This is an optimization exercise on Yosys and OpenROAD, whose aim is small area, a short achievable clock period and few clock cycles per item, not a production implementation.
Function was checked by simulation only, so behaviour that the tests miss may differ from the original.
Power figures rest on the tool's default switching activity, not on a simulated workload.

`config.mk`:
```
export PLATFORM = sky130hd
export DESIGN_NAME = instr_mem_fetch
export DESIGN_NICKNAME = instr_mem_fetch
export VERILOG_FILES = /design/flow/design.v
export SDC_FILE = /design/flow/constraint.sdc
export NUM_CORES = 8
export LEC_CHECK = 0
export CAP_MARGIN = 20
export CORE_MARGIN = 2
export CORE_UTILIZATION = 25
export SLEW_MARGIN = 20
```
`constraint.sdc`:
```
create_clock -name core_clock -period 6.0 [get_ports {clk_i}]
set_input_delay 1.2000 -clock core_clock [delete_from_list [all_inputs] [get_ports {clk_i}]]
set_output_delay 1.2000 -clock core_clock [all_outputs]
set_load 0.01 [all_outputs]
```
`design.v`:
```
module instr_mem_fetch #(
    parameter int unsigned DEPTH_BYTES = 256,
    parameter int unsigned ADDR_W      = $clog2(DEPTH_BYTES),
    parameter int unsigned WORD_BYTES  = 4
) (
    input  logic                    clk_i,
    input  logic                    rst_i,
    input  logic                    we_i,
    input  logic [ADDR_W-1:0]       waddr_i,
    input  logic [8*WORD_BYTES-1:0] wd_i,
    input  logic [WORD_BYTES-1:0]   wbe_i,
    input  logic                    req_i,
    input  logic [ADDR_W-1:0]       raddr_i,
    output logic                    busy_o,
    output logic                    valid_o,
    output logic [8*WORD_BYTES-1:0] instr_o,
    output logic                    err_o
);
    localparam int unsigned CNT_W  = (WORD_BYTES > 1) ? $clog2(WORD_BYTES) : 1;
    localparam int unsigned WORD_W = 8 * WORD_BYTES;
    localparam logic [0:0] ST_IDLE  = 1'b0;
    localparam logic [0:0] ST_FETCH = 1'b1;
    logic [7:0]        mem_q [DEPTH_BYTES];
    logic [0:0]        state_q, state_d;
    logic [ADDR_W-1:0] base_q,  base_d;
    logic [CNT_W-1:0]  cnt_q,   cnt_d;
    logic [WORD_W-1:0] instr_q, instr_d;
    logic              valid_q, valid_d;
    logic              err_q,   err_d;
    logic [ADDR_W-1:0] rd_addr;
    logic [7:0]        rd_byte;
    logic              last_byte;
    logic              misalign;
    always_ff @(posedge clk_i) begin
        if (we_i) begin
            for (int k = 0; k < WORD_BYTES; k++) begin
                if (wbe_i[k]) begin
                    mem_q[waddr_i + ADDR_W'(k)] <= wd_i[8*k +: 8];
                end
            end
        end
    end
    assign rd_addr   = base_q + ADDR_W'(cnt_q);
    assign rd_byte   = mem_q[rd_addr];
    assign last_byte = (cnt_q == CNT_W'(WORD_BYTES - 1));
    assign misalign = 1'b0;
    always_comb begin
        state_d = state_q;
        base_d  = base_q;
        cnt_d   = cnt_q;
        instr_d = instr_q;
        valid_d = 1'b0;
        err_d   = 1'b0;
        case (state_q)
            ST_IDLE: begin
                if (req_i) begin
                    if (misalign) begin
                        err_d = 1'b1;
                    end else begin
                        base_d  = raddr_i;
                        cnt_d   = '0;
                        instr_d = '0;
                        state_d = ST_FETCH;
                    end
                end
            end
            ST_FETCH: begin
                if (!we_i) begin
                    instr_d[{cnt_q, 3'b000} +: 8] = rd_byte;
                    if (last_byte) begin
                        valid_d = 1'b1;
                        cnt_d   = '0;
                        state_d = ST_IDLE;
                    end else begin
                        cnt_d = cnt_q + CNT_W'(1);
                    end
                end
            end
            default: state_d = ST_IDLE;
        endcase
    end
    always_ff @(posedge clk_i or posedge rst_i) begin
        if (rst_i) begin
            state_q <= ST_IDLE;
            base_q  <= '0;
            cnt_q   <= '0;
            instr_q <= '0;
            valid_q <= 1'b0;
            err_q   <= 1'b0;
        end else begin
            state_q <= state_d;
            base_q  <= base_d;
            cnt_q   <= cnt_d;
            instr_q <= instr_d;
            valid_q <= valid_d;
            err_q   <= err_d;
        end
    end
    assign busy_o  = (state_q != ST_IDLE);
    assign valid_o = valid_q;
    assign instr_o = instr_q;
    assign err_o   = err_q;
endmodule
```
`run.sh`:
```
#!/bin/bash
# synth_recipe.tcl (not shown) runs the flow's synth.tcl, then flattens the netlist and writes it again
# the make line also repeats each setting of config.mk as NAME=value (left out here)
make -C /OpenROAD-flow-scripts/flow DESIGN_CONFIG=/design/flow/config.mk WORK_HOME=/design/flow/orfs CLKGATE_MAP_FILE= SYNTH_SCRIPT=/design/flow/synth_recipe.tcl finish
```
==> impl_metrics.tcl <==
set metrics [dict create \
    worstPathCellList "ha_4 -> inv_1 -> fa_4 -> buf_12 -> mux4_2 -> mux2i_1 -> a32o_1 -> o21ai_0 -> a41oi_1 -> buf_4 -> o21ai_0" \
    grt_first_pass_wirelength_mm 1040 \
    worst_pin_slew_ns 1.35 \
    p_leak_nw 61.6 \
    fp.dieW_um 796 \
    critical_path.slowest_cell "fa_4" \
    core-area_sq_um 627000 \
    clock-sinks 2092 \
    std_cell_rows 291 \
    slowest_delay_ns 1.15 \
    yosysTopAreaCell "edfxtp_1" \
    crit_path_frequent_cell "o21ai_0" \
    firstDrtPassIters 13 \
    finalCriticalPeriod_ns 5.55 \
    holdPathEnd "instr_q[5]" \
    hpwl_mm 456 \
    hold_buffers 0 \
    dieArea_sq_um 634000 \
    critPathKind "reg -> reg" \
    numCtsBuffers 245 \
    period_share_pct 92.5 \
    post-place-ws_ns -0.213 \
    nets 13600 \
    crit_path_start_kind "flop" \
    clockBufferDepth 4 \
    r2r_end "instr_q[10]" \
    irDropWorstVdd_uv 646 \
    slew_violations 0 \
    rsz0062_at_grt "false" \
    worst_slack_ns 0.450 \
    critPathMaxFanout 81 \
    hp-class "reg -> reg" \
    hold_viol_final 0 \
    power_density_nw_per_um2 372 \
    antenna_found_initial 97 \
    gp_congestion 0.999 \
    setup-tns-final_ns 0 \
    ios 91 \
    via_per_inst 6.06 \
    num_vias 135000 \
    worstRegToRegCells 11 \
    grt_util_all_layers_pct 22.6 \
    outcome "timing/DRC/antenna clean" \
    cap_viol_max_count 0 \
    final_cell_mix "2,652 x mux2_2, 2,048 x edfxtp_1, 1,400 x mux2i_1, 1,053 x nor2_1, 1,039 x nand2_1" \
    synth_cells 14000 \
    min_from "instr_q[5]" \
    layout_commonest_cell "mux2_2" \
    numPortBuffers 89 \
    cts_tree "built" \
    seq_area_frac_synth_pct 39.9 \
    fin_skew_ns 0.0916 \
    clkLatencyLatePin_ns 1.06 \
    max_freq_ghz 0.180 \
    synth-main-ff-cell "edfxtp_1" \
    cts.root.buffer_cell "clkbuf_16" \
    syn_nets 14100 \
    initial_core_util_pct 25.0 \
    die_y_um 796 \
    timing.rr.start "cnt_q[0]" \
    cp-end-kind "flop" \
    yosysWarnings 1 \
    yosys_register_bits 2092 \
    r2r_setup_slack_ns 0.45 \
    syn-cell-area_sq_um 157000 \
    routedWlPerCell_um 34.0 \
    utilization_pct 28.6 \
    synth_area_leaders "edfxtp_1 39%, mux2_2 19%, mux2i_1 8.9%" \
    drive_gt1_share_pct 33.7 \
    dr.first_iter.drc_count 22200 \
    setup_viol 0 \
    syn_area_per_cell_sq_um 11.2 \
    syn_to_final_growth_pct 14.0 \
    grt-ovfl-total 0 \
    post_cts_buffers 0 \
    synth-async-reset-ratio_pct 2.10 \
    synth-edff-count 2048 \
    h-tree-depth 4 \
    ant_nets 0 \
    totalWireLength_mm 757 \
    grt_pass1_vias 127000 \
    yosysUniqueCellTypes 63 \
    synth_top_area_share_pct 39.2 \
    hold_depth 2 \
    worstPathArrival_ns 6.44 \
    worstPathRequired_ns 6.89 \
    clkTransAtPathRegs_ns 0.06 \
    relSlewSlack_pct 9.97 \
    drc 0 \
    cts-resized-gates 0 \
    grt_max_degree 117 \
]
routing by layer:
| layer | GRT usage [%] | part of all wire (%) | vias up |
|---|---|---|---|
| li1 | - | - | 53000 |
| met1 | 27.2 | 35 | 66900 |
| met2 | 32.2 | 41 | 11700 |
| met3 | 8.63 | 15 | 3162 |
| met4 | 18.3 | 9.5 | 56 |
| met5 | 0.378 | 0.097 | - |
worst max path at each step:
stage	startpoint	endpoint	slack [ns]	depth (start not counted)
2_1_floorplan	waddr_i[1]	mem_q[107][0]	1.33	14
3_3_place_gp	waddr_i[1]	mem_q[145][4]	-0.24	10
3_5_place_dp	waddr_i[2]	mem_q[145][2]	-0.21	10
4_1_cts	cnt_q[0]	instr_q[28]	0.77	12
5_1_grt	cnt_q[0]	instr_q[28]	0.50	13
6_report	cnt_q[0]	instr_q[10]	0.45	11
power by group:
part | internal [W] | total [W] | leakage, nW | switching, W
combinational | 0.0127 | 0.0344 | 38.7 | 0.0216
clock | 0.00876 | 0.0158 | 3.92 | 0.00705
sequential | 0.0162 | 0.0164 | 19.0 | 0.000202
worst max-delay path: cells and delay by family (launching register included):
kind / cells / cell delay (ns)
flops: 1 / 0.59
buf+inv: 3 / 0.85
mux: 2 / 0.60
fa+ha+maj: 2 / 1.35
compound gates: 4 / 1.95
cell type report:
type                            instances  area (sq um)
Antenna cell                          128           320
Clock buffer                          294          6420
Clock inverter                        156          1580
Fill cell                           63700        448000
Inverter                               10          37.5
Multi-Input combinational cell      10300         88900
Sequential cell                      2092         62600
Tap cell                             8350         10400
Timing Repair Buffer                  916          8610
through the flow:
stage	area, sq um	total power (W)	cells	hold WS, ns
final	179000	0.0666	22200	0.492
after global routing	179000	0.0667	22100	0.523
after CTS	179000	0.0647	22100	0.495
after detailed placement	171000	0.0492	21700	0.480
after global placement	171000	0.0490	21700	0.482
after floorplan	157000	0.0347	14000	0.487
registers in the layout, indices dropped and copies added, names as in the netlist:
| signal | flops |
|---|---|
| cnt_q | 2 |
| valid_q | 1 |
| state_q | 1 |
| base_q | 8 |
| mem_q | 2048 |
| instr_q | 32 |
synth_stat cells, types with 27 or more instances:
cell type and number:
mux2_2 2652, edfxtp_1 2048, clkbuf_1 1432, mux2i_1 1401, nor2_1 1106, nand2_1 1042
o21ai_0 733, a21o_1 707, a211oi_1 704, mux4_2 552, nand3_1 336, nand4_1 191
mux2_1 125, a21oi_1 110, buf_2 92, or3_1 82, nor2_2 81, buf_1 67
o2111ai_1 53, o211ai_1 49, dfrtp_1 44, nor3_1 41, and3_1 38, a32oi_1 37
nor4_1 32, a31oi_1 27
kinds of logic after synthesis:
logic type      synth area share (%)
mux                             36.8
simple gates                    8.47
compound gates                  10.7
flops                           39.9
buf+inv                         3.92
xor+xnor                       0.178
fa+ha+maj                     0.0845
other cells                  0.00239
Testbench counts, summed over its fixed seeds: cycles 16,008, items 3,200.

-- re-timing with driven ports --
In the flow no input, the clock included, has a driving cell. The finished layout below was timed again as built, in two steps.
Step 1 assumes that a clkbuf_16 drives the clock port and a buf_2 every other input.
Step 2, shift: input delay + t, output delay - t, t = (earliest + latest rising clock arrival at the registers) / 2. This alone moves slack from input paths to output paths.
a / b / c = ideal / step 1 / step 2; a / b = the first two.
shift t [ns]: 1.154
setup slack, ns: 0.450 / 0.450 / -0.585
clock arrival spread, ns: 0.095 / 0.096
worst register clock-pin slew, ns: 0.07 / 0.07
Met with ideal ports but missed after step 2: setup timing in this run. For this run, drivers alone change the setup slack by 0.000 ns; drivers and shift together by -1.035 ns.
